Background: an optimization exercise with open tools, aiming at small area and a short achievable clock period. Do not read the settings as production practice. The RTL was checked by simulation tests, not by an equivalence proof against the original design. No activity file was given, so power comes from the tool's default toggle rates.

File: design/flow/config.mk
export PLATFORM = sky130hd
export DESIGN_NAME = out_layer_top
export DESIGN_NICKNAME = out_layer_top
export VERILOG_FILES = /design/flow/design.v
export SDC_FILE = /design/flow/constraint.sdc
export NUM_CORES = 4
export LEC_CHECK = 0
export CAP_MARGIN = 20
export CORE_MARGIN = 2
export CORE_UTILIZATION = 80
export CTS_CLUSTER_DIAMETER = 80
export CTS_CLUSTER_SIZE = 30
export PLACE_DENSITY = 0.9
export SLEW_MARGIN = 20
export TNS_END_PERCENT = 0
File: design/flow/constraint.sdc
create_clock -name core_clock -period 10.0 [get_ports {clk}]
set_input_delay 2.0000 -clock core_clock [delete_from_list [all_inputs] [get_ports {clk}]]
set_output_delay 2.0000 -clock core_clock [all_outputs]
set_load 0.01 [all_outputs]
File: design/flow/design.v
package out_layer_pkg;
	localparam int FIX_WIDTH = 16;                         
	localparam int INT_BITS  = 5;                          
	localparam int FRAC_BITS = FIX_WIDTH - INT_BITS - 1;   
	localparam int DIFF_WIDTH = FIX_WIDTH + 1;   
	localparam int PROD_WIDTH = 2 * FIX_WIDTH;   
	typedef logic signed [FIX_WIDTH-1:0] fix_t;
	typedef logic signed [DIFF_WIDTH-1:0] diff_t;
	typedef logic signed [PROD_WIDTH-1:0] prod_t;
	localparam fix_t FIX_ONE = fix_t'(2 ** FRAC_BITS);
	localparam fix_t FIX_MAX = {1'b0, {(FIX_WIDTH-1){1'b1}}};   
	localparam fix_t FIX_MIN = {1'b1, {(FIX_WIDTH-1){1'b0}}};   
	localparam int NEURONS      = 16;  
	localparam int LANES        = 4;   
	localparam int LAYERS       = 3;   
	localparam int EXTRA_CLOCKS = 2;   
	localparam int CPC = NEURONS / LANES + EXTRA_CLOCKS;
	localparam int DEPTH = NEURONS / LANES;
	localparam int ANS_DELAY = CPC * (LAYERS - 1);
	localparam int COST_FN = 0;
	localparam int CYC_W  = (CPC > 1) ? $clog2(CPC) : 1;
	localparam int ADDR_W = (DEPTH > 1) ? $clog2(DEPTH) : 1;
	typedef logic [CYC_W-1:0]  cycle_idx_t;   
	typedef logic [ADDR_W-1:0] dmem_addr_t;   
	typedef fix_t [LANES-1:0] fix_lanes_t;
	typedef logic [LANES-1:0] ans_lanes_t;
	typedef struct packed {
		fix_lanes_t act;    
		fix_lanes_t adot;   
	} fwd_sample_t;
	typedef struct packed {
		logic       we;     
		logic       bank;   
		dmem_addr_t addr;
		fix_lanes_t data;
	} dmem_wr_t;
	typedef struct packed {
		logic       bank;
		dmem_addr_t addr;
	} dmem_rd_t;
	localparam int LANES_W = LANES * FIX_WIDTH;           
	localparam int FWD_W   = 2 * LANES_W;                 
	localparam int WR_W    = 2 + ADDR_W + LANES_W;        
	localparam int RD_W    = 1 + ADDR_W;                  
endpackage
`timescale 1ns/1ps
module ans_delay_line (
	input  logic                            clk,
	input  logic                            ok_i,    
	input  logic [out_layer_pkg::LANES-1:0] ans_i,
	output logic [out_layer_pkg::LANES-1:0] ans_o
);
	out_layer_pkg::ans_lanes_t stage_q [out_layer_pkg::ANS_DELAY];
	always_ff @(posedge clk) begin
		stage_q[0] <= ans_i;
		for (int i = 1; i < out_layer_pkg::ANS_DELAY - 1; i++) begin
			stage_q[i] <= stage_q[i-1];
		end
		stage_q[out_layer_pkg::ANS_DELAY-1] <= ok_i ? stage_q[out_layer_pkg::ANS_DELAY-2] : '0;
	end
	assign ans_o = stage_q[out_layer_pkg::ANS_DELAY-1];
endmodule
`timescale 1ns/1ps
module cost_unit (
	input  logic        clk,
	input  logic [15:0] act_i,    
	input  logic [15:0] adot_i,   
	input  logic        y_i,      
	output logic [15:0] del_o     
);
	logic [16:0] diff;
	logic [15:0] d_n;
	logic [16:0] a_ext;
	logic [7:0]  one_n, two_n, neg_n;
	assign diff = {act_i[15], act_i} - {6'd0, y_i, 10'd0};
	assign d_n  = (diff[16] != diff[15]) ? 16'h8000 : diff[15:0];
	assign a_ext = {adot_i, 1'b0};
	for (genvar i = 0; i < 8; i++) begin : g_enc
		logic b2, b1, b0;
		assign b2 = a_ext[2*i+2];
		assign b1 = a_ext[2*i+1];
		assign b0 = a_ext[2*i];
		assign one_n[i] = b1 ^ b0;
		assign two_n[i] = (b2 & ~b1 & ~b0) | (~b2 & b1 & b0);
		assign neg_n[i] = b2 & ~(b1 & b0);
	end
	logic [15:0] d_q;
	logic [7:0]  one_q, two_q, neg_q;
	logic        sgn1_q;   
	always_ff @(posedge clk) begin
		d_q   <= d_n;
		sgn1_q <= d_n[15] ^ adot_i[15];
		one_q <= one_n;
		two_q <= two_n;
		neg_q <= neg_n;
	end
	logic fc10, fc100, fc102, fc104, fc106, fc108, fc110, fc112, fc114, fc116, fc118, fc120, fc122, fc124, fc126, fc128, fc130, fc132, fc134, fc136, fc14, fc142, fc144, fc148, fc150, fc152, fc154, fc156, fc158, fc16, fc160, fc162, fc164, fc166, fc168, fc170, fc172, fc174, fc176, fc178, fc18, fc180, fc182, fc186, fc188, fc190, fc192, fc194, fc196, fc198, fc2, fc20, fc200, fc202, fc204, fc206, fc208, fc210, fc212, fc214, fc216, fc218, fc220, fc24, fc28, fc30, fc34, fc38, fc40, fc44, fc46, fc50, fc52, fc56, fc58, fc6, fc62, fc64, fc70, fc72, fc74, fc78, fc8, fc80, fc82, fc84, fc86, fc90, fc92, fc94, fc96, fc98, fs1, fs101, fs103, fs105, fs107, fs109, fs111, fs113, fs115, fs117, fs119, fs121, fs123, fs125, fs127, fs129, fs13, fs131, fs133, fs135, fs141, fs143, fs147, fs149, fs15, fs151, fs153, fs155, fs157, fs159, fs161, fs163, fs165, fs167, fs169, fs17, fs171, fs173, fs175, fs177, fs179, fs181, fs185, fs187, fs189, fs19, fs191, fs193, fs195, fs197, fs199, fs201, fs203, fs205, fs207, fs209, fs211, fs213, fs215, fs217, fs219, fs23, fs27, fs29, fs33, fs37, fs39, fs43, fs45, fs49, fs5, fs51, fs55, fs57, fs61, fs63, fs69, fs7, fs71, fs73, fs77, fs79, fs81, fs83, fs85, fs89, fs9, fs91, fs93, fs95, fs97, fs99, hc12, hc140, hc146, hc184, hc22, hc26, hc32, hc36, hc4, hc42, hc48, hc54, hc60, hc66, hc76, hc88, hs11, hs139, hs145, hs183, hs21, hs25, hs3, hs31, hs35, hs41, hs47, hs53, hs59, hs65, hs75, hs87, oc138, oc68, os137, os67, pp0_0, pp0_1, pp0_10, pp0_11, pp0_12, pp0_13, pp0_14, pp0_15, pp0_16, pp0_2, pp0_3, pp0_4, pp0_5, pp0_6, pp0_7, pp0_8, pp0_9, pp1_0, pp1_1, pp1_10, pp1_11, pp1_12, pp1_13, pp1_14, pp1_15, pp1_16, pp1_2, pp1_3, pp1_4, pp1_5, pp1_6, pp1_7, pp1_8, pp1_9, pp2_0, pp2_1, pp2_10, pp2_11, pp2_12, pp2_13, pp2_14, pp2_15, pp2_16, pp2_2, pp2_3, pp2_4, pp2_5, pp2_6, pp2_7, pp2_8, pp2_9, pp3_0, pp3_1, pp3_10, pp3_11, pp3_12, pp3_13, pp3_14, pp3_15, pp3_16, pp3_2, pp3_3, pp3_4, pp3_5, pp3_6, pp3_7, pp3_8, pp3_9, pp4_0, pp4_1, pp4_10, pp4_11, pp4_12, pp4_13, pp4_14, pp4_15, pp4_16, pp4_2, pp4_3, pp4_4, pp4_5, pp4_6, pp4_7, pp4_8, pp4_9, pp5_0, pp5_1, pp5_10, pp5_11, pp5_12, pp5_13, pp5_14, pp5_15, pp5_16, pp5_2, pp5_3, pp5_4, pp5_5, pp5_6, pp5_7, pp5_8, pp5_9, pp6_0, pp6_1, pp6_10, pp6_11, pp6_12, pp6_13, pp6_14, pp6_15, pp6_16, pp6_2, pp6_3, pp6_4, pp6_5, pp6_6, pp6_7, pp6_8, pp6_9, pp7_0, pp7_1, pp7_10, pp7_11, pp7_12, pp7_13, pp7_14, pp7_15, pp7_16, pp7_2, pp7_3, pp7_4, pp7_5, pp7_6, pp7_7, pp7_8, pp7_9;
	assign pp0_0 = ((one_q[0] & d_q[0]) | (two_q[0] & 1'b0)) ^ neg_q[0];
	assign pp0_1 = ((one_q[0] & d_q[1]) | (two_q[0] & d_q[0])) ^ neg_q[0];
	assign pp0_2 = ((one_q[0] & d_q[2]) | (two_q[0] & d_q[1])) ^ neg_q[0];
	assign pp0_3 = ((one_q[0] & d_q[3]) | (two_q[0] & d_q[2])) ^ neg_q[0];
	assign pp0_4 = ((one_q[0] & d_q[4]) | (two_q[0] & d_q[3])) ^ neg_q[0];
	assign pp0_5 = ((one_q[0] & d_q[5]) | (two_q[0] & d_q[4])) ^ neg_q[0];
	assign pp0_6 = ((one_q[0] & d_q[6]) | (two_q[0] & d_q[5])) ^ neg_q[0];
	assign pp0_7 = ((one_q[0] & d_q[7]) | (two_q[0] & d_q[6])) ^ neg_q[0];
	assign pp0_8 = ((one_q[0] & d_q[8]) | (two_q[0] & d_q[7])) ^ neg_q[0];
	assign pp0_9 = ((one_q[0] & d_q[9]) | (two_q[0] & d_q[8])) ^ neg_q[0];
	assign pp0_10 = ((one_q[0] & d_q[10]) | (two_q[0] & d_q[9])) ^ neg_q[0];
	assign pp0_11 = ((one_q[0] & d_q[11]) | (two_q[0] & d_q[10])) ^ neg_q[0];
	assign pp0_12 = ((one_q[0] & d_q[12]) | (two_q[0] & d_q[11])) ^ neg_q[0];
	assign pp0_13 = ((one_q[0] & d_q[13]) | (two_q[0] & d_q[12])) ^ neg_q[0];
	assign pp0_14 = ((one_q[0] & d_q[14]) | (two_q[0] & d_q[13])) ^ neg_q[0];
	assign pp0_15 = ((one_q[0] & d_q[15]) | (two_q[0] & d_q[14])) ^ neg_q[0];
	assign pp0_16 = ((one_q[0] & d_q[15]) | (two_q[0] & d_q[15])) ^ neg_q[0];
	assign pp1_0 = ((one_q[1] & d_q[0]) | (two_q[1] & 1'b0)) ^ neg_q[1];
	assign pp1_1 = ((one_q[1] & d_q[1]) | (two_q[1] & d_q[0])) ^ neg_q[1];
	assign pp1_2 = ((one_q[1] & d_q[2]) | (two_q[1] & d_q[1])) ^ neg_q[1];
	assign pp1_3 = ((one_q[1] & d_q[3]) | (two_q[1] & d_q[2])) ^ neg_q[1];
	assign pp1_4 = ((one_q[1] & d_q[4]) | (two_q[1] & d_q[3])) ^ neg_q[1];
	assign pp1_5 = ((one_q[1] & d_q[5]) | (two_q[1] & d_q[4])) ^ neg_q[1];
	assign pp1_6 = ((one_q[1] & d_q[6]) | (two_q[1] & d_q[5])) ^ neg_q[1];
	assign pp1_7 = ((one_q[1] & d_q[7]) | (two_q[1] & d_q[6])) ^ neg_q[1];
	assign pp1_8 = ((one_q[1] & d_q[8]) | (two_q[1] & d_q[7])) ^ neg_q[1];
	assign pp1_9 = ((one_q[1] & d_q[9]) | (two_q[1] & d_q[8])) ^ neg_q[1];
	assign pp1_10 = ((one_q[1] & d_q[10]) | (two_q[1] & d_q[9])) ^ neg_q[1];
	assign pp1_11 = ((one_q[1] & d_q[11]) | (two_q[1] & d_q[10])) ^ neg_q[1];
	assign pp1_12 = ((one_q[1] & d_q[12]) | (two_q[1] & d_q[11])) ^ neg_q[1];
	assign pp1_13 = ((one_q[1] & d_q[13]) | (two_q[1] & d_q[12])) ^ neg_q[1];
	assign pp1_14 = ((one_q[1] & d_q[14]) | (two_q[1] & d_q[13])) ^ neg_q[1];
	assign pp1_15 = ((one_q[1] & d_q[15]) | (two_q[1] & d_q[14])) ^ neg_q[1];
	assign pp1_16 = ((one_q[1] & d_q[15]) | (two_q[1] & d_q[15])) ^ neg_q[1];
	assign pp2_0 = ((one_q[2] & d_q[0]) | (two_q[2] & 1'b0)) ^ neg_q[2];
	assign pp2_1 = ((one_q[2] & d_q[1]) | (two_q[2] & d_q[0])) ^ neg_q[2];
	assign pp2_2 = ((one_q[2] & d_q[2]) | (two_q[2] & d_q[1])) ^ neg_q[2];
	assign pp2_3 = ((one_q[2] & d_q[3]) | (two_q[2] & d_q[2])) ^ neg_q[2];
	assign pp2_4 = ((one_q[2] & d_q[4]) | (two_q[2] & d_q[3])) ^ neg_q[2];
	assign pp2_5 = ((one_q[2] & d_q[5]) | (two_q[2] & d_q[4])) ^ neg_q[2];
	assign pp2_6 = ((one_q[2] & d_q[6]) | (two_q[2] & d_q[5])) ^ neg_q[2];
	assign pp2_7 = ((one_q[2] & d_q[7]) | (two_q[2] & d_q[6])) ^ neg_q[2];
	assign pp2_8 = ((one_q[2] & d_q[8]) | (two_q[2] & d_q[7])) ^ neg_q[2];
	assign pp2_9 = ((one_q[2] & d_q[9]) | (two_q[2] & d_q[8])) ^ neg_q[2];
	assign pp2_10 = ((one_q[2] & d_q[10]) | (two_q[2] & d_q[9])) ^ neg_q[2];
	assign pp2_11 = ((one_q[2] & d_q[11]) | (two_q[2] & d_q[10])) ^ neg_q[2];
	assign pp2_12 = ((one_q[2] & d_q[12]) | (two_q[2] & d_q[11])) ^ neg_q[2];
	assign pp2_13 = ((one_q[2] & d_q[13]) | (two_q[2] & d_q[12])) ^ neg_q[2];
	assign pp2_14 = ((one_q[2] & d_q[14]) | (two_q[2] & d_q[13])) ^ neg_q[2];
	assign pp2_15 = ((one_q[2] & d_q[15]) | (two_q[2] & d_q[14])) ^ neg_q[2];
	assign pp2_16 = ((one_q[2] & d_q[15]) | (two_q[2] & d_q[15])) ^ neg_q[2];
	assign pp3_0 = ((one_q[3] & d_q[0]) | (two_q[3] & 1'b0)) ^ neg_q[3];
	assign pp3_1 = ((one_q[3] & d_q[1]) | (two_q[3] & d_q[0])) ^ neg_q[3];
	assign pp3_2 = ((one_q[3] & d_q[2]) | (two_q[3] & d_q[1])) ^ neg_q[3];
	assign pp3_3 = ((one_q[3] & d_q[3]) | (two_q[3] & d_q[2])) ^ neg_q[3];
	assign pp3_4 = ((one_q[3] & d_q[4]) | (two_q[3] & d_q[3])) ^ neg_q[3];
	assign pp3_5 = ((one_q[3] & d_q[5]) | (two_q[3] & d_q[4])) ^ neg_q[3];
	assign pp3_6 = ((one_q[3] & d_q[6]) | (two_q[3] & d_q[5])) ^ neg_q[3];
	assign pp3_7 = ((one_q[3] & d_q[7]) | (two_q[3] & d_q[6])) ^ neg_q[3];
	assign pp3_8 = ((one_q[3] & d_q[8]) | (two_q[3] & d_q[7])) ^ neg_q[3];
	assign pp3_9 = ((one_q[3] & d_q[9]) | (two_q[3] & d_q[8])) ^ neg_q[3];
	assign pp3_10 = ((one_q[3] & d_q[10]) | (two_q[3] & d_q[9])) ^ neg_q[3];
	assign pp3_11 = ((one_q[3] & d_q[11]) | (two_q[3] & d_q[10])) ^ neg_q[3];
	assign pp3_12 = ((one_q[3] & d_q[12]) | (two_q[3] & d_q[11])) ^ neg_q[3];
	assign pp3_13 = ((one_q[3] & d_q[13]) | (two_q[3] & d_q[12])) ^ neg_q[3];
	assign pp3_14 = ((one_q[3] & d_q[14]) | (two_q[3] & d_q[13])) ^ neg_q[3];
	assign pp3_15 = ((one_q[3] & d_q[15]) | (two_q[3] & d_q[14])) ^ neg_q[3];
	assign pp3_16 = ((one_q[3] & d_q[15]) | (two_q[3] & d_q[15])) ^ neg_q[3];
	assign pp4_0 = ((one_q[4] & d_q[0]) | (two_q[4] & 1'b0)) ^ neg_q[4];
	assign pp4_1 = ((one_q[4] & d_q[1]) | (two_q[4] & d_q[0])) ^ neg_q[4];
	assign pp4_2 = ((one_q[4] & d_q[2]) | (two_q[4] & d_q[1])) ^ neg_q[4];
	assign pp4_3 = ((one_q[4] & d_q[3]) | (two_q[4] & d_q[2])) ^ neg_q[4];
	assign pp4_4 = ((one_q[4] & d_q[4]) | (two_q[4] & d_q[3])) ^ neg_q[4];
	assign pp4_5 = ((one_q[4] & d_q[5]) | (two_q[4] & d_q[4])) ^ neg_q[4];
	assign pp4_6 = ((one_q[4] & d_q[6]) | (two_q[4] & d_q[5])) ^ neg_q[4];
	assign pp4_7 = ((one_q[4] & d_q[7]) | (two_q[4] & d_q[6])) ^ neg_q[4];
	assign pp4_8 = ((one_q[4] & d_q[8]) | (two_q[4] & d_q[7])) ^ neg_q[4];
	assign pp4_9 = ((one_q[4] & d_q[9]) | (two_q[4] & d_q[8])) ^ neg_q[4];
	assign pp4_10 = ((one_q[4] & d_q[10]) | (two_q[4] & d_q[9])) ^ neg_q[4];
	assign pp4_11 = ((one_q[4] & d_q[11]) | (two_q[4] & d_q[10])) ^ neg_q[4];
	assign pp4_12 = ((one_q[4] & d_q[12]) | (two_q[4] & d_q[11])) ^ neg_q[4];
	assign pp4_13 = ((one_q[4] & d_q[13]) | (two_q[4] & d_q[12])) ^ neg_q[4];
	assign pp4_14 = ((one_q[4] & d_q[14]) | (two_q[4] & d_q[13])) ^ neg_q[4];
	assign pp4_15 = ((one_q[4] & d_q[15]) | (two_q[4] & d_q[14])) ^ neg_q[4];
	assign pp4_16 = ((one_q[4] & d_q[15]) | (two_q[4] & d_q[15])) ^ neg_q[4];
	assign pp5_0 = ((one_q[5] & d_q[0]) | (two_q[5] & 1'b0)) ^ neg_q[5];
	assign pp5_1 = ((one_q[5] & d_q[1]) | (two_q[5] & d_q[0])) ^ neg_q[5];
	assign pp5_2 = ((one_q[5] & d_q[2]) | (two_q[5] & d_q[1])) ^ neg_q[5];
	assign pp5_3 = ((one_q[5] & d_q[3]) | (two_q[5] & d_q[2])) ^ neg_q[5];
	assign pp5_4 = ((one_q[5] & d_q[4]) | (two_q[5] & d_q[3])) ^ neg_q[5];
	assign pp5_5 = ((one_q[5] & d_q[5]) | (two_q[5] & d_q[4])) ^ neg_q[5];
	assign pp5_6 = ((one_q[5] & d_q[6]) | (two_q[5] & d_q[5])) ^ neg_q[5];
	assign pp5_7 = ((one_q[5] & d_q[7]) | (two_q[5] & d_q[6])) ^ neg_q[5];
	assign pp5_8 = ((one_q[5] & d_q[8]) | (two_q[5] & d_q[7])) ^ neg_q[5];
	assign pp5_9 = ((one_q[5] & d_q[9]) | (two_q[5] & d_q[8])) ^ neg_q[5];
	assign pp5_10 = ((one_q[5] & d_q[10]) | (two_q[5] & d_q[9])) ^ neg_q[5];
	assign pp5_11 = ((one_q[5] & d_q[11]) | (two_q[5] & d_q[10])) ^ neg_q[5];
	assign pp5_12 = ((one_q[5] & d_q[12]) | (two_q[5] & d_q[11])) ^ neg_q[5];
	assign pp5_13 = ((one_q[5] & d_q[13]) | (two_q[5] & d_q[12])) ^ neg_q[5];
	assign pp5_14 = ((one_q[5] & d_q[14]) | (two_q[5] & d_q[13])) ^ neg_q[5];
	assign pp5_15 = ((one_q[5] & d_q[15]) | (two_q[5] & d_q[14])) ^ neg_q[5];
	assign pp5_16 = ((one_q[5] & d_q[15]) | (two_q[5] & d_q[15])) ^ neg_q[5];
	assign pp6_0 = ((one_q[6] & d_q[0]) | (two_q[6] & 1'b0)) ^ neg_q[6];
	assign pp6_1 = ((one_q[6] & d_q[1]) | (two_q[6] & d_q[0])) ^ neg_q[6];
	assign pp6_2 = ((one_q[6] & d_q[2]) | (two_q[6] & d_q[1])) ^ neg_q[6];
	assign pp6_3 = ((one_q[6] & d_q[3]) | (two_q[6] & d_q[2])) ^ neg_q[6];
	assign pp6_4 = ((one_q[6] & d_q[4]) | (two_q[6] & d_q[3])) ^ neg_q[6];
	assign pp6_5 = ((one_q[6] & d_q[5]) | (two_q[6] & d_q[4])) ^ neg_q[6];
	assign pp6_6 = ((one_q[6] & d_q[6]) | (two_q[6] & d_q[5])) ^ neg_q[6];
	assign pp6_7 = ((one_q[6] & d_q[7]) | (two_q[6] & d_q[6])) ^ neg_q[6];
	assign pp6_8 = ((one_q[6] & d_q[8]) | (two_q[6] & d_q[7])) ^ neg_q[6];
	assign pp6_9 = ((one_q[6] & d_q[9]) | (two_q[6] & d_q[8])) ^ neg_q[6];
	assign pp6_10 = ((one_q[6] & d_q[10]) | (two_q[6] & d_q[9])) ^ neg_q[6];
	assign pp6_11 = ((one_q[6] & d_q[11]) | (two_q[6] & d_q[10])) ^ neg_q[6];
	assign pp6_12 = ((one_q[6] & d_q[12]) | (two_q[6] & d_q[11])) ^ neg_q[6];
	assign pp6_13 = ((one_q[6] & d_q[13]) | (two_q[6] & d_q[12])) ^ neg_q[6];
	assign pp6_14 = ((one_q[6] & d_q[14]) | (two_q[6] & d_q[13])) ^ neg_q[6];
	assign pp6_15 = ((one_q[6] & d_q[15]) | (two_q[6] & d_q[14])) ^ neg_q[6];
	assign pp6_16 = ((one_q[6] & d_q[15]) | (two_q[6] & d_q[15])) ^ neg_q[6];
	assign pp7_0 = ((one_q[7] & d_q[0]) | (two_q[7] & 1'b0)) ^ neg_q[7];
	assign pp7_1 = ((one_q[7] & d_q[1]) | (two_q[7] & d_q[0])) ^ neg_q[7];
	assign pp7_2 = ((one_q[7] & d_q[2]) | (two_q[7] & d_q[1])) ^ neg_q[7];
	assign pp7_3 = ((one_q[7] & d_q[3]) | (two_q[7] & d_q[2])) ^ neg_q[7];
	assign pp7_4 = ((one_q[7] & d_q[4]) | (two_q[7] & d_q[3])) ^ neg_q[7];
	assign pp7_5 = ((one_q[7] & d_q[5]) | (two_q[7] & d_q[4])) ^ neg_q[7];
	assign pp7_6 = ((one_q[7] & d_q[6]) | (two_q[7] & d_q[5])) ^ neg_q[7];
	assign pp7_7 = ((one_q[7] & d_q[7]) | (two_q[7] & d_q[6])) ^ neg_q[7];
	assign pp7_8 = ((one_q[7] & d_q[8]) | (two_q[7] & d_q[7])) ^ neg_q[7];
	assign pp7_9 = ((one_q[7] & d_q[9]) | (two_q[7] & d_q[8])) ^ neg_q[7];
	assign pp7_10 = ((one_q[7] & d_q[10]) | (two_q[7] & d_q[9])) ^ neg_q[7];
	assign pp7_11 = ((one_q[7] & d_q[11]) | (two_q[7] & d_q[10])) ^ neg_q[7];
	assign pp7_12 = ((one_q[7] & d_q[12]) | (two_q[7] & d_q[11])) ^ neg_q[7];
	assign pp7_13 = ((one_q[7] & d_q[13]) | (two_q[7] & d_q[12])) ^ neg_q[7];
	assign pp7_14 = ((one_q[7] & d_q[14]) | (two_q[7] & d_q[13])) ^ neg_q[7];
	assign pp7_15 = ((one_q[7] & d_q[15]) | (two_q[7] & d_q[14])) ^ neg_q[7];
	assign pp7_16 = ((one_q[7] & d_q[15]) | (two_q[7] & d_q[15])) ^ neg_q[7];
	assign fs1 = pp0_2 ^ pp1_0 ^ neg_q[1];
	assign fc2 = (pp0_2 & pp1_0) | (pp0_2 & neg_q[1]) | (pp1_0 & neg_q[1]);
	assign hs3 = pp0_3 ^ pp1_1;
	assign hc4 = pp0_3 & pp1_1;
	assign fs5 = pp0_4 ^ pp1_2 ^ pp2_0;
	assign fc6 = (pp0_4 & pp1_2) | (pp0_4 & pp2_0) | (pp1_2 & pp2_0);
	assign fs7 = pp0_5 ^ pp1_3 ^ pp2_1;
	assign fc8 = (pp0_5 & pp1_3) | (pp0_5 & pp2_1) | (pp1_3 & pp2_1);
	assign fs9 = pp0_6 ^ pp1_4 ^ pp2_2;
	assign fc10 = (pp0_6 & pp1_4) | (pp0_6 & pp2_2) | (pp1_4 & pp2_2);
	assign hs11 = pp3_0 ^ neg_q[3];
	assign hc12 = pp3_0 & neg_q[3];
	assign fs13 = pp0_7 ^ pp1_5 ^ pp2_3;
	assign fc14 = (pp0_7 & pp1_5) | (pp0_7 & pp2_3) | (pp1_5 & pp2_3);
	assign fs15 = pp0_8 ^ pp1_6 ^ pp2_4;
	assign fc16 = (pp0_8 & pp1_6) | (pp0_8 & pp2_4) | (pp1_6 & pp2_4);
	assign fs17 = pp3_2 ^ pp4_0 ^ neg_q[4];
	assign fc18 = (pp3_2 & pp4_0) | (pp3_2 & neg_q[4]) | (pp4_0 & neg_q[4]);
	assign fs19 = pp0_9 ^ pp1_7 ^ pp2_5;
	assign fc20 = (pp0_9 & pp1_7) | (pp0_9 & pp2_5) | (pp1_7 & pp2_5);
	assign hs21 = pp3_3 ^ pp4_1;
	assign hc22 = pp3_3 & pp4_1;
	assign fs23 = pp0_10 ^ pp1_8 ^ pp2_6;
	assign fc24 = (pp0_10 & pp1_8) | (pp0_10 & pp2_6) | (pp1_8 & pp2_6);
	assign hs25 = pp3_4 ^ pp4_2;
	assign hc26 = pp3_4 & pp4_2;
	assign fs27 = pp0_11 ^ pp1_9 ^ pp2_7;
	assign fc28 = (pp0_11 & pp1_9) | (pp0_11 & pp2_7) | (pp1_9 & pp2_7);
	assign fs29 = pp0_12 ^ pp1_10 ^ pp2_8;
	assign fc30 = (pp0_12 & pp1_10) | (pp0_12 & pp2_8) | (pp1_10 & pp2_8);
	assign hs31 = pp3_6 ^ pp4_4;
	assign hc32 = pp3_6 & pp4_4;
	assign fs33 = pp0_13 ^ pp1_11 ^ pp2_9;
	assign fc34 = (pp0_13 & pp1_11) | (pp0_13 & pp2_9) | (pp1_11 & pp2_9);
	assign hs35 = pp3_7 ^ pp4_5;
	assign hc36 = pp3_7 & pp4_5;
	assign fs37 = pp0_14 ^ pp1_12 ^ pp2_10;
	assign fc38 = (pp0_14 & pp1_12) | (pp0_14 & pp2_10) | (pp1_12 & pp2_10);
	assign fs39 = pp3_8 ^ pp4_6 ^ pp5_4;
	assign fc40 = (pp3_8 & pp4_6) | (pp3_8 & pp5_4) | (pp4_6 & pp5_4);
	assign hs41 = pp6_2 ^ pp7_0;
	assign hc42 = pp6_2 & pp7_0;
	assign fs43 = pp0_15 ^ pp1_13 ^ pp2_11;
	assign fc44 = (pp0_15 & pp1_13) | (pp0_15 & pp2_11) | (pp1_13 & pp2_11);
	assign fs45 = pp3_9 ^ pp4_7 ^ pp5_5;
	assign fc46 = (pp3_9 & pp4_7) | (pp3_9 & pp5_5) | (pp4_7 & pp5_5);
	assign hs47 = pp6_3 ^ pp7_1;
	assign hc48 = pp6_3 & pp7_1;
	assign fs49 = pp0_16 ^ pp1_14 ^ pp2_12;
	assign fc50 = (pp0_16 & pp1_14) | (pp0_16 & pp2_12) | (pp1_14 & pp2_12);
	assign fs51 = pp3_10 ^ pp4_8 ^ pp5_6;
	assign fc52 = (pp3_10 & pp4_8) | (pp3_10 & pp5_6) | (pp4_8 & pp5_6);
	assign hs53 = pp6_4 ^ pp7_2;
	assign hc54 = pp6_4 & pp7_2;
	assign fs55 = pp0_16 ^ pp1_15 ^ pp2_13;
	assign fc56 = (pp0_16 & pp1_15) | (pp0_16 & pp2_13) | (pp1_15 & pp2_13);
	assign fs57 = pp3_11 ^ pp4_9 ^ pp5_7;
	assign fc58 = (pp3_11 & pp4_9) | (pp3_11 & pp5_7) | (pp4_9 & pp5_7);
	assign hs59 = pp6_5 ^ pp7_3;
	assign hc60 = pp6_5 & pp7_3;
	assign fs61 = ~pp0_16 ^ ~pp1_16 ^ pp2_14;
	assign fc62 = (~pp0_16 & ~pp1_16) | (~pp0_16 & pp2_14) | (~pp1_16 & pp2_14);
	assign fs63 = pp3_12 ^ pp4_10 ^ pp5_8;
	assign fc64 = (pp3_12 & pp4_10) | (pp3_12 & pp5_8) | (pp4_10 & pp5_8);
	assign hs65 = pp6_6 ^ pp7_4;
	assign hc66 = pp6_6 & pp7_4;
	assign os67 = ~(pp2_15 ^ pp3_13);
	assign oc68 = pp2_15 | pp3_13;
	assign fs69 = pp4_11 ^ pp5_9 ^ pp6_7;
	assign fc70 = (pp4_11 & pp5_9) | (pp4_11 & pp6_7) | (pp5_9 & pp6_7);
	assign fs71 = ~pp2_16 ^ pp3_14 ^ pp4_12;
	assign fc72 = (~pp2_16 & pp3_14) | (~pp2_16 & pp4_12) | (pp3_14 & pp4_12);
	assign fs73 = fs5 ^ neg_q[2] ^ hc4;
	assign fc74 = (fs5 & neg_q[2]) | (fs5 & hc4) | (neg_q[2] & hc4);
	assign hs75 = fs7 ^ fc6;
	assign hc76 = fs7 & fc6;
	assign fs77 = fs9 ^ hs11 ^ fc8;
	assign fc78 = (fs9 & hs11) | (fs9 & fc8) | (hs11 & fc8);
	assign fs79 = fs13 ^ pp3_1 ^ fc10;
	assign fc80 = (fs13 & pp3_1) | (fs13 & fc10) | (pp3_1 & fc10);
	assign fs81 = fs15 ^ fs17 ^ fc14;
	assign fc82 = (fs15 & fs17) | (fs15 & fc14) | (fs17 & fc14);
	assign fs83 = fs19 ^ hs21 ^ fc16;
	assign fc84 = (fs19 & hs21) | (fs19 & fc16) | (hs21 & fc16);
	assign fs85 = fs23 ^ hs25 ^ pp5_0;
	assign fc86 = (fs23 & hs25) | (fs23 & pp5_0) | (hs25 & pp5_0);
	assign hs87 = neg_q[5] ^ fc20;
	assign hc88 = neg_q[5] & fc20;
	assign fs89 = fs27 ^ pp3_5 ^ pp4_3;
	assign fc90 = (fs27 & pp3_5) | (fs27 & pp4_3) | (pp3_5 & pp4_3);
	assign fs91 = pp5_1 ^ fc24 ^ hc26;
	assign fc92 = (pp5_1 & fc24) | (pp5_1 & hc26) | (fc24 & hc26);
	assign fs93 = fs29 ^ hs31 ^ pp5_2;
	assign fc94 = (fs29 & hs31) | (fs29 & pp5_2) | (hs31 & pp5_2);
	assign fs95 = pp6_0 ^ neg_q[6] ^ fc28;
	assign fc96 = (pp6_0 & neg_q[6]) | (pp6_0 & fc28) | (neg_q[6] & fc28);
	assign fs97 = fs33 ^ hs35 ^ pp5_3;
	assign fc98 = (fs33 & hs35) | (fs33 & pp5_3) | (hs35 & pp5_3);
	assign fs99 = pp6_1 ^ fc30 ^ hc32;
	assign fc100 = (pp6_1 & fc30) | (pp6_1 & hc32) | (fc30 & hc32);
	assign fs101 = fs37 ^ fs39 ^ hs41;
	assign fc102 = (fs37 & fs39) | (fs37 & hs41) | (fs39 & hs41);
	assign fs103 = neg_q[7] ^ fc34 ^ hc36;
	assign fc104 = (neg_q[7] & fc34) | (neg_q[7] & hc36) | (fc34 & hc36);
	assign fs105 = fs43 ^ fs45 ^ hs47;
	assign fc106 = (fs43 & fs45) | (fs43 & hs47) | (fs45 & hs47);
	assign fs107 = fc38 ^ fc40 ^ hc42;
	assign fc108 = (fc38 & fc40) | (fc38 & hc42) | (fc40 & hc42);
	assign fs109 = fs49 ^ fs51 ^ hs53;
	assign fc110 = (fs49 & fs51) | (fs49 & hs53) | (fs51 & hs53);
	assign fs111 = fc44 ^ fc46 ^ hc48;
	assign fc112 = (fc44 & fc46) | (fc44 & hc48) | (fc46 & hc48);
	assign fs113 = fs55 ^ fs57 ^ hs59;
	assign fc114 = (fs55 & fs57) | (fs55 & hs59) | (fs57 & hs59);
	assign fs115 = fc50 ^ fc52 ^ hc54;
	assign fc116 = (fc50 & fc52) | (fc50 & hc54) | (fc52 & hc54);
	assign fs117 = fs61 ^ fs63 ^ hs65;
	assign fc118 = (fs61 & fs63) | (fs61 & hs65) | (fs63 & hs65);
	assign fs119 = fc56 ^ fc58 ^ hc60;
	assign fc120 = (fc56 & fc58) | (fc56 & hc60) | (fc58 & hc60);
	assign fs121 = os67 ^ fs69 ^ pp7_5;
	assign fc122 = (os67 & fs69) | (os67 & pp7_5) | (fs69 & pp7_5);
	assign fs123 = fc62 ^ fc64 ^ hc66;
	assign fc124 = (fc62 & fc64) | (fc62 & hc66) | (fc64 & hc66);
	assign fs125 = fs71 ^ pp5_10 ^ pp6_8;
	assign fc126 = (fs71 & pp5_10) | (fs71 & pp6_8) | (pp5_10 & pp6_8);
	assign fs127 = pp7_6 ^ oc68 ^ fc70;
	assign fc128 = (pp7_6 & oc68) | (pp7_6 & fc70) | (oc68 & fc70);
	assign fs129 = ~pp3_15 ^ pp4_13 ^ pp5_11;
	assign fc130 = (~pp3_15 & pp4_13) | (~pp3_15 & pp5_11) | (pp4_13 & pp5_11);
	assign fs131 = pp6_9 ^ pp7_7 ^ fc72;
	assign fc132 = (pp6_9 & pp7_7) | (pp6_9 & fc72) | (pp7_7 & fc72);
	assign fs133 = ~pp3_16 ^ pp4_14 ^ pp5_12;
	assign fc134 = (~pp3_16 & pp4_14) | (~pp3_16 & pp5_12) | (pp4_14 & pp5_12);
	assign fs135 = pp6_10 ^ pp7_8 ^ pp3_15;
	assign fc136 = (pp6_10 & pp7_8) | (pp6_10 & pp3_15) | (pp7_8 & pp3_15);
	assign os137 = ~(pp4_15 ^ pp5_13);
	assign oc138 = pp4_15 | pp5_13;
	assign hs139 = pp6_11 ^ pp7_9;
	assign hc140 = pp6_11 & pp7_9;
	assign fs141 = ~pp4_16 ^ pp5_14 ^ pp6_12;
	assign fc142 = (~pp4_16 & pp5_14) | (~pp4_16 & pp6_12) | (pp5_14 & pp6_12);
	assign fs143 = fs79 ^ hc12 ^ fc78;
	assign fc144 = (fs79 & hc12) | (fs79 & fc78) | (hc12 & fc78);
	assign hs145 = fs81 ^ fc80;
	assign hc146 = fs81 & fc80;
	assign fs147 = fs83 ^ fc18 ^ fc82;
	assign fc148 = (fs83 & fc18) | (fs83 & fc82) | (fc18 & fc82);
	assign fs149 = fs85 ^ hs87 ^ hc22;
	assign fc150 = (fs85 & hs87) | (fs85 & hc22) | (hs87 & hc22);
	assign fs151 = fs89 ^ fs91 ^ fc86;
	assign fc152 = (fs89 & fs91) | (fs89 & fc86) | (fs91 & fc86);
	assign fs153 = fs93 ^ fs95 ^ fc90;
	assign fc154 = (fs93 & fs95) | (fs93 & fc90) | (fs95 & fc90);
	assign fs155 = fs97 ^ fs99 ^ fc94;
	assign fc156 = (fs97 & fs99) | (fs97 & fc94) | (fs99 & fc94);
	assign fs157 = fs101 ^ fs103 ^ fc98;
	assign fc158 = (fs101 & fs103) | (fs101 & fc98) | (fs103 & fc98);
	assign fs159 = fs105 ^ fs107 ^ fc102;
	assign fc160 = (fs105 & fs107) | (fs105 & fc102) | (fs107 & fc102);
	assign fs161 = fs109 ^ fs111 ^ fc106;
	assign fc162 = (fs109 & fs111) | (fs109 & fc106) | (fs111 & fc106);
	assign fs163 = fs113 ^ fs115 ^ fc110;
	assign fc164 = (fs113 & fs115) | (fs113 & fc110) | (fs115 & fc110);
	assign fs165 = fs117 ^ fs119 ^ fc114;
	assign fc166 = (fs117 & fs119) | (fs117 & fc114) | (fs119 & fc114);
	assign fs167 = fs121 ^ fs123 ^ fc118;
	assign fc168 = (fs121 & fs123) | (fs121 & fc118) | (fs123 & fc118);
	assign fs169 = fs125 ^ fs127 ^ fc122;
	assign fc170 = (fs125 & fs127) | (fs125 & fc122) | (fs127 & fc122);
	assign fs171 = fs129 ^ fs131 ^ fc126;
	assign fc172 = (fs129 & fs131) | (fs129 & fc126) | (fs131 & fc126);
	assign fs173 = fs133 ^ fs135 ^ fc130;
	assign fc174 = (fs133 & fs135) | (fs133 & fc130) | (fs135 & fc130);
	assign fs175 = os137 ^ hs139 ^ fc134;
	assign fc176 = (os137 & hs139) | (os137 & fc134) | (hs139 & fc134);
	assign fs177 = fs141 ^ pp7_10 ^ oc138;
	assign fc178 = (fs141 & pp7_10) | (fs141 & oc138) | (pp7_10 & oc138);
	assign fs179 = ~pp5_15 ^ pp6_13 ^ pp7_11;
	assign fc180 = (~pp5_15 & pp6_13) | (~pp5_15 & pp7_11) | (pp6_13 & pp7_11);
	assign fs181 = ~pp5_16 ^ pp6_14 ^ pp7_12;
	assign fc182 = (~pp5_16 & pp6_14) | (~pp5_16 & pp7_12) | (pp6_14 & pp7_12);
	assign hs183 = fs149 ^ fc84;
	assign hc184 = fs149 & fc84;
	assign fs185 = fs151 ^ hc88 ^ fc150;
	assign fc186 = (fs151 & hc88) | (fs151 & fc150) | (hc88 & fc150);
	assign fs187 = fs153 ^ fc92 ^ fc152;
	assign fc188 = (fs153 & fc92) | (fs153 & fc152) | (fc92 & fc152);
	assign fs189 = fs155 ^ fc96 ^ fc154;
	assign fc190 = (fs155 & fc96) | (fs155 & fc154) | (fc96 & fc154);
	assign fs191 = fs157 ^ fc100 ^ fc156;
	assign fc192 = (fs157 & fc100) | (fs157 & fc156) | (fc100 & fc156);
	assign fs193 = fs159 ^ fc104 ^ fc158;
	assign fc194 = (fs159 & fc104) | (fs159 & fc158) | (fc104 & fc158);
	assign fs195 = fs161 ^ fc108 ^ fc160;
	assign fc196 = (fs161 & fc108) | (fs161 & fc160) | (fc108 & fc160);
	assign fs197 = fs163 ^ fc112 ^ fc162;
	assign fc198 = (fs163 & fc112) | (fs163 & fc162) | (fc112 & fc162);
	assign fs199 = fs165 ^ fc116 ^ fc164;
	assign fc200 = (fs165 & fc116) | (fs165 & fc164) | (fc116 & fc164);
	assign fs201 = fs167 ^ fc120 ^ fc166;
	assign fc202 = (fs167 & fc120) | (fs167 & fc166) | (fc120 & fc166);
	assign fs203 = fs169 ^ fc124 ^ fc168;
	assign fc204 = (fs169 & fc124) | (fs169 & fc168) | (fc124 & fc168);
	assign fs205 = fs171 ^ fc128 ^ fc170;
	assign fc206 = (fs171 & fc128) | (fs171 & fc170) | (fc128 & fc170);
	assign fs207 = fs173 ^ fc132 ^ fc172;
	assign fc208 = (fs173 & fc132) | (fs173 & fc172) | (fc132 & fc172);
	assign fs209 = fs175 ^ fc136 ^ fc174;
	assign fc210 = (fs175 & fc136) | (fs175 & fc174) | (fc136 & fc174);
	assign fs211 = fs177 ^ hc140 ^ fc176;
	assign fc212 = (fs177 & hc140) | (fs177 & fc176) | (hc140 & fc176);
	assign fs213 = fs179 ^ fc142 ^ fc178;
	assign fc214 = (fs179 & fc142) | (fs179 & fc178) | (fc142 & fc178);
	assign fs215 = fs181 ^ pp5_15 ^ fc180;
	assign fc216 = (fs181 & pp5_15) | (fs181 & fc180) | (pp5_15 & fc180);
	assign fs217 = ~pp6_15 ^ pp7_13 ^ fc182;
	assign fc218 = (~pp6_15 & pp7_13) | (~pp6_15 & fc182) | (pp7_13 & fc182);
	assign fs219 = ~pp6_16 ^ pp7_14 ^ pp6_15;
	assign fc220 = (~pp6_16 & pp7_14) | (~pp6_16 & pp6_15) | (pp7_14 & pp6_15);
	logic [31:0] row_a, row_b;
	assign row_a = {1'b1, ~pp7_16, ~pp7_15, fs219, fs217, fs215, fs213, fs211, fs209, fs207, fs205, fs203, fs201, fs199, fs197, fs195, fs193, fs191, fs189, fs187, fs185, hs183, fs147, hs145, fs143, fs77, hs75, fs73, hs3, fs1, pp0_1, pp0_0};
	assign row_b = {1'b0, pp7_15, fc220, fc218, fc216, fc214, fc212, fc210, fc208, fc206, fc204, fc202, fc200, fc198, fc196, fc194, fc192, fc190, fc188, fc186, hc184, fc148, hc146, fc144, 1'b0, hc76, fc74, 1'b0, fc2, 1'b0, 1'b0, neg_q[0]};
	logic [10:0] lo_sum;
	assign lo_sum = {1'b0, row_a[9:0]} + {1'b0, row_b[9:0]};
	logic [15:0] hi_a_q, hi_b_q;
	logic        cin_q;
	always_ff @(posedge clk) begin
		hi_a_q <= row_a[25:10];
		hi_b_q <= row_b[25:10];
		cin_q  <= lo_sum[10];
	end
	logic [5:0] tt_p, tt_g, tt_k;
	assign tt_p = row_a[31:26] ^ row_b[31:26];
	assign tt_g = row_a[31:26] & row_b[31:26];
	assign tt_k = row_a[31:26] | row_b[31:26];
	logic tt_z, tt_m1, tt_m2;
	assign tt_z  = ~tt_p[0] & (tt_p[5:1] == tt_k[4:0]);
	assign tt_m1 = &tt_p;
	assign tt_m2 = ~tt_p[0] & (tt_p[5:1] == ~tt_g[4:0]);
	logic z_q, m1_q, m2_q, sgn2_q;
	always_ff @(posedge clk) begin
		z_q    <= tt_z;
		m1_q   <= tt_m1;
		m2_q   <= tt_m2;
		sgn2_q <= sgn1_q;
	end
	logic [15:0] g, p;
	assign g = hi_a_q & hi_b_q;
	assign p = hi_a_q ^ hi_b_q;
	logic [16:0] c;
	logic sg0_1, sp0_1;
	assign sg0_1 = g[1] | (p[1] & g[0]);
	assign sp0_1 = p[1] & p[0];
	logic sg0_3, sp0_3;
	assign sg0_3 = g[3] | (p[3] & g[2]);
	assign sp0_3 = p[3] & p[2];
	logic sg0_5, sp0_5;
	assign sg0_5 = g[5] | (p[5] & g[4]);
	assign sp0_5 = p[5] & p[4];
	logic sg0_7, sp0_7;
	assign sg0_7 = g[7] | (p[7] & g[6]);
	assign sp0_7 = p[7] & p[6];
	logic sg0_9, sp0_9;
	assign sg0_9 = g[9] | (p[9] & g[8]);
	assign sp0_9 = p[9] & p[8];
	logic sg0_11, sp0_11;
	assign sg0_11 = g[11] | (p[11] & g[10]);
	assign sp0_11 = p[11] & p[10];
	logic sg0_13, sp0_13;
	assign sg0_13 = g[13] | (p[13] & g[12]);
	assign sp0_13 = p[13] & p[12];
	logic sg0_15, sp0_15;
	assign sg0_15 = g[15] | (p[15] & g[14]);
	assign sp0_15 = p[15] & p[14];
	logic sg1_2, sp1_2;
	assign sg1_2 = g[2] | (p[2] & sg0_1);
	assign sp1_2 = p[2] & sp0_1;
	logic sg1_3, sp1_3;
	assign sg1_3 = sg0_3 | (sp0_3 & sg0_1);
	assign sp1_3 = sp0_3 & sp0_1;
	logic sg1_6, sp1_6;
	assign sg1_6 = g[6] | (p[6] & sg0_5);
	assign sp1_6 = p[6] & sp0_5;
	logic sg1_7, sp1_7;
	assign sg1_7 = sg0_7 | (sp0_7 & sg0_5);
	assign sp1_7 = sp0_7 & sp0_5;
	logic sg1_10, sp1_10;
	assign sg1_10 = g[10] | (p[10] & sg0_9);
	assign sp1_10 = p[10] & sp0_9;
	logic sg1_11, sp1_11;
	assign sg1_11 = sg0_11 | (sp0_11 & sg0_9);
	assign sp1_11 = sp0_11 & sp0_9;
	logic sg1_14, sp1_14;
	assign sg1_14 = g[14] | (p[14] & sg0_13);
	assign sp1_14 = p[14] & sp0_13;
	logic sg1_15, sp1_15;
	assign sg1_15 = sg0_15 | (sp0_15 & sg0_13);
	assign sp1_15 = sp0_15 & sp0_13;
	logic sg2_4, sp2_4;
	assign sg2_4 = g[4] | (p[4] & sg1_3);
	assign sp2_4 = p[4] & sp1_3;
	logic sg2_5, sp2_5;
	assign sg2_5 = sg0_5 | (sp0_5 & sg1_3);
	assign sp2_5 = sp0_5 & sp1_3;
	logic sg2_6, sp2_6;
	assign sg2_6 = sg1_6 | (sp1_6 & sg1_3);
	assign sp2_6 = sp1_6 & sp1_3;
	logic sg2_7, sp2_7;
	assign sg2_7 = sg1_7 | (sp1_7 & sg1_3);
	assign sp2_7 = sp1_7 & sp1_3;
	logic sg2_12, sp2_12;
	assign sg2_12 = g[12] | (p[12] & sg1_11);
	assign sp2_12 = p[12] & sp1_11;
	logic sg2_13, sp2_13;
	assign sg2_13 = sg0_13 | (sp0_13 & sg1_11);
	assign sp2_13 = sp0_13 & sp1_11;
	logic sg2_14, sp2_14;
	assign sg2_14 = sg1_14 | (sp1_14 & sg1_11);
	assign sp2_14 = sp1_14 & sp1_11;
	logic sg2_15, sp2_15;
	assign sg2_15 = sg1_15 | (sp1_15 & sg1_11);
	assign sp2_15 = sp1_15 & sp1_11;
	logic sg3_8, sp3_8;
	assign sg3_8 = g[8] | (p[8] & sg2_7);
	assign sp3_8 = p[8] & sp2_7;
	logic sg3_9, sp3_9;
	assign sg3_9 = sg0_9 | (sp0_9 & sg2_7);
	assign sp3_9 = sp0_9 & sp2_7;
	logic sg3_10, sp3_10;
	assign sg3_10 = sg1_10 | (sp1_10 & sg2_7);
	assign sp3_10 = sp1_10 & sp2_7;
	logic sg3_11, sp3_11;
	assign sg3_11 = sg1_11 | (sp1_11 & sg2_7);
	assign sp3_11 = sp1_11 & sp2_7;
	logic sg3_12, sp3_12;
	assign sg3_12 = sg2_12 | (sp2_12 & sg2_7);
	assign sp3_12 = sp2_12 & sp2_7;
	logic sg3_13, sp3_13;
	assign sg3_13 = sg2_13 | (sp2_13 & sg2_7);
	assign sp3_13 = sp2_13 & sp2_7;
	logic sg3_14, sp3_14;
	assign sg3_14 = sg2_14 | (sp2_14 & sg2_7);
	assign sp3_14 = sp2_14 & sp2_7;
	logic sg3_15, sp3_15;
	assign sg3_15 = sg2_15 | (sp2_15 & sg2_7);
	assign sp3_15 = sp2_15 & sp2_7;
	assign c[0] = cin_q;
	assign c[1] = g[0] | (p[0] & cin_q);
	assign c[2] = sg0_1 | (sp0_1 & cin_q);
	assign c[3] = sg1_2 | (sp1_2 & cin_q);
	assign c[4] = sg1_3 | (sp1_3 & cin_q);
	assign c[5] = sg2_4 | (sp2_4 & cin_q);
	assign c[6] = sg2_5 | (sp2_5 & cin_q);
	assign c[7] = sg2_6 | (sp2_6 & cin_q);
	assign c[8] = sg2_7 | (sp2_7 & cin_q);
	assign c[9] = sg3_8 | (sp3_8 & cin_q);
	assign c[10] = sg3_9 | (sp3_9 & cin_q);
	assign c[11] = sg3_10 | (sp3_10 & cin_q);
	assign c[12] = sg3_11 | (sp3_11 & cin_q);
	assign c[13] = sg3_12 | (sp3_12 & cin_q);
	assign c[14] = sg3_13 | (sp3_13 & cin_q);
	assign c[15] = sg3_14 | (sp3_14 & cin_q);
	assign c[16] = sg3_15 | (sp3_15 & cin_q);
	logic eqt, vt;   
	assign eqt = c[16] ? (m1_q | m2_q) : (z_q | m1_q);
	assign vt  = c[16] ? m2_q : m1_q;
	logic ovf;
	assign ovf = ~(eqt & ((p[15:15] ^ c[15:15]) == {1{vt}}));
	logic [15:0] q;
	assign q = p[15:0] ^ c[15:0];
	always_ff @(posedge clk) begin
		del_o <= ovf ? {sgn2_q, {15{~sgn2_q}}} : q;
	end
endmodule
`timescale 1ns/1ps
module delta_bank_ctrl (
	input  logic                      clk,
	input  logic                      rst_n_i,
	input  out_layer_pkg::cycle_idx_t cycle_index_i,
	output logic                      blk_ok_o,   
	output logic                      ans_ok_o    
);
	logic blk1_q;   
	logic blk2_q;   
	logic last;     
	assign last = (cycle_index_i == out_layer_pkg::cycle_idx_t'(out_layer_pkg::CPC - 1));
	always_ff @(posedge clk) begin
		if (!rst_n_i) begin
			blk1_q <= 1'b0;
			blk2_q <= 1'b0;
		end else begin
			blk1_q <= blk1_q | last;
			blk2_q <= blk2_q | (blk1_q & last);
		end
	end
	assign blk_ok_o = blk1_q;
	assign ans_ok_o = rst_n_i & (blk2_q | (blk1_q & last));
endmodule
`timescale 1ns/1ps
module delta_mem_bank (
	input  logic                              clk,
	input  logic                              ok_i,    
	input  logic [out_layer_pkg::LANES_W-1:0] del_i,   
	output logic [out_layer_pkg::LANES_W-1:0] del_o    
);
	out_layer_pkg::fix_lanes_t stage_q [3];
	out_layer_pkg::fix_lanes_t out_q;
	always_ff @(posedge clk) begin
		stage_q[0] <= del_i;
		stage_q[1] <= stage_q[0];
		stage_q[2] <= stage_q[1];
		out_q      <= ok_i ? stage_q[2] : '0;
	end
	assign del_o = out_q;
endmodule
`timescale 1ns/1ps
module out_layer_top (
	input  logic                                  clk,
	input  logic                                  rst_n_i,
	input  logic [out_layer_pkg::CYC_W-1:0]       cycle_index_i,   
	input  logic                                  cycle_clk_i,     
	input  logic [2*out_layer_pkg::LANES*out_layer_pkg::FIX_WIDTH-1:0] fwd_i,  
	input  logic [out_layer_pkg::LANES-1:0]       ans_i,           
	output logic [out_layer_pkg::LANES*out_layer_pkg::FIX_WIDTH-1:0] del_o,  
	output logic [out_layer_pkg::LANES-1:0]       ans_o            
);
	localparam int FW = out_layer_pkg::FIX_WIDTH;
	localparam int LW = out_layer_pkg::LANES_W;
	logic                              blk_ok;     
	logic                              ans_ok;     
	logic [out_layer_pkg::LANES-1:0]   ans_dly;    
	logic [LW-1:0]                     del_calc;   
	delta_bank_ctrl i_delta_bank_ctrl (
		.clk           (clk),
		.rst_n_i       (rst_n_i),
		.cycle_index_i (cycle_index_i),
		.blk_ok_o      (blk_ok),
		.ans_ok_o      (ans_ok)
	);
	ans_delay_line i_ans_delay_line (
		.clk     (clk),
		.ok_i    (ans_ok),
		.ans_i   (ans_i),
		.ans_o   (ans_dly)
	);
	assign ans_o = ans_dly;
	for (genvar l = 0; l < out_layer_pkg::LANES; l++) begin : g_lane
		cost_unit i_cost_unit (
			.clk    (clk),
			.act_i  (fwd_i[LW + l*FW +: FW]),
			.adot_i (fwd_i[l*FW +: FW]),
			.y_i    (ans_dly[l]),
			.del_o  (del_calc[l*FW +: FW])
		);
	end
	delta_mem_bank i_delta_mem_bank (
		.clk     (clk),
		.ok_i    (blk_ok),
		.del_i   (del_calc),
		.del_o   (del_o)
	);
endmodule
File: design/flow/flow/run.sh
#!/bin/bash
# Standard ORFS layout (the standard.sh) with these changes to how it is made:
#  - synthesis skips the generic "abc -fast" pass inside yosys synth (SYNTH_ARGS=-noabc), so the
#    full adders written in the RTL reach extract_fa as written; the registers (names, count
#    and cell types) are the same as the standard synthesis gives;
#  - port buffers are buf_1 cells instead of the resizer's default pick (a delay cell);
#  - repair_timing aims for more setup slack than the 10 ns clock needs, so the layout is
#    pushed towards the shortest period it can reach. Constraints and period are unchanged.
set -euo pipefail
bash standard.sh \
  SYNTH_ARGS=-noabc \
  'BUFFER_PORTS_ARGS=-buffer_cell sky130_fd_sc_hd__buf_1' \
  SETUP_SLACK_MARGIN=7 \
  finish > orfs_make.log 2>&1
File: design/flow/standard.sh
#!/bin/bash
# synth_recipe.tcl (not shown) runs the flow's synth.tcl, then flattens the netlist and writes it again
# the make line also repeats each setting of config.mk as NAME=value (left out here)
make -C /OpenROAD-flow-scripts/flow DESIGN_CONFIG=/design/flow/config.mk WORK_HOME=/design/flow/orfs CLKGATE_MAP_FILE= SYNTH_SCRIPT=/design/flow/synth_recipe.tcl "${@:-finish}"
==> impl_results.md <==
- Post-Synth Adder-Cell Area: 26.9%
- Cells after synthesis: 3599
- CP most frequent cell: fa_1
- Final worst path period share: 32.2%
- CTS Buffer Depth: 3
- Tightest Pin Transition: 1060 ps
- Die H: 226 um
- Mapped cell area: 39400 um^2
- Crit path buf inv count: 1
- Synth Area in XOR/XNOR: 13.6%
- Fraction of layout cells with a size suffix above 1: 9.19%
- 1st-pass router iterations: 6
- Cell accounting for the most synthesized area: dfxtp_1
- Syn_nets: 4361
- Initial Utilization: 80.8%
- Routed vias/inst: 6.37
- Final Hold Vio Count: 0
- Io pins: 206
- Max incr delay on CP: 580 ps
- Antenna Nets Post-Route: 0
- Max VDD drop: 192 uV
- Mean routed wirelength per cell: 20.7 um
- Min-delay worst type: flop to flop
- P_int: 7.10 mW
- Chip width: 226 um
- Fmax achieved: 311 MHz
- Pwr Density: 280 nW/um^2
- Remaining global-route overflow: 0
- Antenna cells: 0
- HPWL after DPL: 60000 um
- Max-cap viol count: 0
- Fin nets: 4341
- Worst-Skew Late Latency: 630 ps
- Synth Register Bits: 682
- Synth Area in Compound Gates: 13.5%
- GRT Total Usage: 33.6%
- Yosys warns: 6
- Register area share after synthesis: 34.7%
- Delay-heaviest family, CP: adder cells
- Area growth, synth to finish: 6.44%
- RSZ-0062 raised after global routing: true
- Vias: 27.1k
- Largest family of logic cells by synthesized area: adder cells
- Setup TNS: 0 ps
- Reg power frac: 35.5%
- Crit end category: flop
- Slowest CP cell: fa_1
- Leakage: 16.9 nW
- CTS Sinks: 682
- Routability cong.: 0.941
- WP data required: 10500 ps
- Multiplexer share of the synthesized area: 0.514%
- Total power: 11.8 mW
- Row cnt: 81
- Post-synth EDFFs: 0
- CTS buffer count: 30
- Antenna violations before repair: 2
- DR iter-0 viols: 3249
- Global-route wire length before repair: 138000 um
- WP data arrival: 3720 ps
- Max Clock Skew: 29.0 ps
- Clock network power share: 12.4%
- Status: complete, no violations
- Synth cell types: 64
- Synth async-reset ratio: 0%
- Most area-consuming cells after synthesis: dfxtp_1, fa_1, xnor2_1
- Number of global-route vias before repair: 28.3k
- Root Buffer Master: clkbuf_16
- Share of the synthesized area in the top cell type: 34.7%
- Psw: 4.66 mW
- Final WL: 87900 um
- Finish-stage setup viols: 0
- Comb power frac: 52.1%
- Post-Synth Simple-Gate Area: 6.13%
- IO Port Bufs: 204
- Largest net degree at the start of global routing: 67
- H-tree depth: 1
- Min Tclk post-route: 3220 ps
- CTS tree: yes
- Commonest register cell after synthesis: dfxtp_1
- Crit Path Category: flop to flop
- Worst path cell trace: o21ai_0 -> xnor2_1 -> fa_1 -> inv_1 -> fa_1 -> fa_1 -> fa_1
- Worst slew margin: 29.4%
- Worst-path fanout max: 17
- Worst setup SP type: flop
- Post-Syn Area per Cell: 10.9 um^2
- Final Slew Violations: 0
- Clk slew on worst S/H paths: 110 ps
- Sw Share: 39.6%
- Area of the core: 48700 um^2
- Drt drc: 0
- Total die area: 51000 um^2
[synth_stat cells (all sizes together), types with 3 or more instances]
cell type  instances
dfxtp            682
a22oi            483
xnor2            474
fa               372
clkbuf           271
ha               252
inv              159
xor2             139
and2             114
o21ai             94
nand2             92
nor2              78
a21oi             56
a21o              45
nand2b            45
buf               39
nor2b             36
nand3b            25
nand3             23
mux2i             18
a211oi             9
a31oi              7
and3               7
nor4               7
o21bai             7
nor3               6
nor3b              6
a41o               5
o2111ai            5
o211ai             5
o221ai             5
a211o              4
a31o               4
o21a               4
and4               3
[cell families after synthesis]
group | after synthesis
xor+xnor | 613
compound gates | 745
fa+ha+maj | 624
flops | 682
mux | 20
buf+inv | 469
simple gates | 446
[what timing repair did]
action	CTS	global route
gates resized for setup	193	108
endpoints found under the setup margin	237	230
pin swaps	2	6
hold buffers	0	0
setup buffers	5	45
[power by group through the flow]
stage / registers, mW / clock network, mW / logic [mW]
floorplan: 3.92 / 0 / 4.69
global placement: 4.19 / 0 / 5.45
detailed placement: 4.24 / 0 / 5.95
CTS: 4.19 / 1.47 / 6.04
global route: 4.25 / 1.57 / 6.93
finish: 4.17 / 1.46 / 6.13
[worst reg2reg max path, cell delays in order, from the launching register on]
cell     delay, ps
dfxtp_2        560
o21ai_0        210
xnor2_1        200
fa_1           580
inv_1           80
fa_1           500
fa_1           440
fa_1           530
[final cells by class]
| type | count | area (um^2) |
|---|---|---|
| clock buffer | 31 | 776 |
| clock inverter | 11 | 158 |
| fill | 2483 | 6810 |
| inverter | 159 | 597 |
| multi-input combinational | 2448 | 24200 |
| sequential | 682 | 14100 |
| tap | 664 | 831 |
| timing repair buffer | 258 | 1250 |
[final timing paths]
path | startpoint | to | slack [ps] | cells after the start
setup reg to reg | g_lane[1].i_cost_unit.one_q[1]$_DFF_P_ | g_lane[1].i_cost_unit.hi_a_q[8]$_DFF_P_ | 6780 | 7
setup / recovery | g_lane[1].i_cost_unit.one_q[1]$_DFF_P_ | g_lane[1].i_cost_unit.hi_a_q[8]$_DFF_P_ | 6780 | 7
hold reg to reg | i_ans_delay_line.stage_q[1][0]$_DFF_P_ | i_ans_delay_line.stage_q[2][0]$_DFF_P_ | 320 | 0
hold / removal | i_ans_delay_line.stage_q[1][0]$_DFF_P_ | i_ans_delay_line.stage_q[2][0]$_DFF_P_ | 320 | 0
[sequential cells by signal, summed over array words and instances, names as in the netlist]
name and cells:
g_lane.i_cost_unit.d_q 64, g_lane.i_cost_unit.one_q 32, g_lane.i_cost_unit.m2_q 4, i_delta_bank_ctrl.blk1_q 1, i_delta_mem_bank.stage_q 192, i_ans_delay_line.stage_q 48, i_delta_mem_bank.out_q 64, g_lane.i_cost_unit.hi_a_q 64
i_delta_bank_ctrl.blk2_q 1, g_lane.i_cost_unit.del_o 64, g_lane.i_cost_unit.two_q 32, g_lane.i_cost_unit.m1_q 4, g_lane.i_cost_unit.z_q 4, g_lane.i_cost_unit.hi_b_q 64, g_lane.i_cost_unit.cin_q 4, g_lane.i_cost_unit.neg_q 32
g_lane.i_cost_unit.sgn1_q 4, g_lane.i_cost_unit.sgn2_q 4
[layer usage]
layer	GRT usage (%)	routed length, um	vias to the layer above
met5	0	0	-
met3	4.68	7320	386
met4	15.1	3860	0
met1	41.3	32400	13143
li1	-	-	11994
met2	58.9	44300	1557
[per-stage QoR]
stage / instance area, um^2 / std cells / hold slack (ps) / utilization [%] / worst slack, ps
final: 41900 / 4253 / 321 / 86.0 / 6780
after global routing: 41900 / 4253 / 335 / 86.0 / 6700
after CTS: 41300 / 4208 / 330 / 84.7 / 6810
after detailed placement: 40000 / 4161 / 312 / 82.1 / 6350
after global placement: 40000 / 4161 / 310 / 82.1 / 6520
after floorplan: 40100 / 3599 / 310 / - / 6960
[cells in the final DEF (no fill, tap or decap), types with 7 or more instances in the layout]
master,instances
nand2_1,91
ha_1,244
a21o_1,43
ha_4,8
dfxtp_1,519
a31oi_1,7
dfxtp_2,46
dfxtp_4,117
nand2b_1,41
mux2i_1,18
buf_4,49
inv_1,155
nand3b_1,25
clkbuf_16,31
a211oi_1,8
o21bai_1,7
buf_2,11
fa_1,372
o21ai_1,8
and2_1,114
buf_1,192
nor2b_1,36
o21ai_0,86
a21oi_1,56
a22oi_1,478
nor2_1,71
and3_1,7
nand3_1,20
xnor2_1,469
xor2_1,139

re-timing with driven ports:
The results above use ideal ports. As a check the final layout listed here was re-extracted and re-timed, cells and wires unchanged.
Step 1: set_driving_cell puts a clkbuf_16 on clk and a buf_2 on each other input, an assumption about the parent block.
Step 2 moves the port delays by t, midway between the first and last clock arrival at a register: inputs arrive t later, outputs are due t later. That takes back most of the time a late clock gives input paths.
Three values: ideal ports, drivers, drivers and shift; two values: the first two.
t (ns): 0.681
setup slack, ns: 6.780 / 6.771 / 6.406
pins driven straight from the clock port: 1
After both steps setup and hold are still met in this run. For this run, drivers alone change the setup slack by -0.009 ns; drivers and shift together by -0.374 ns.
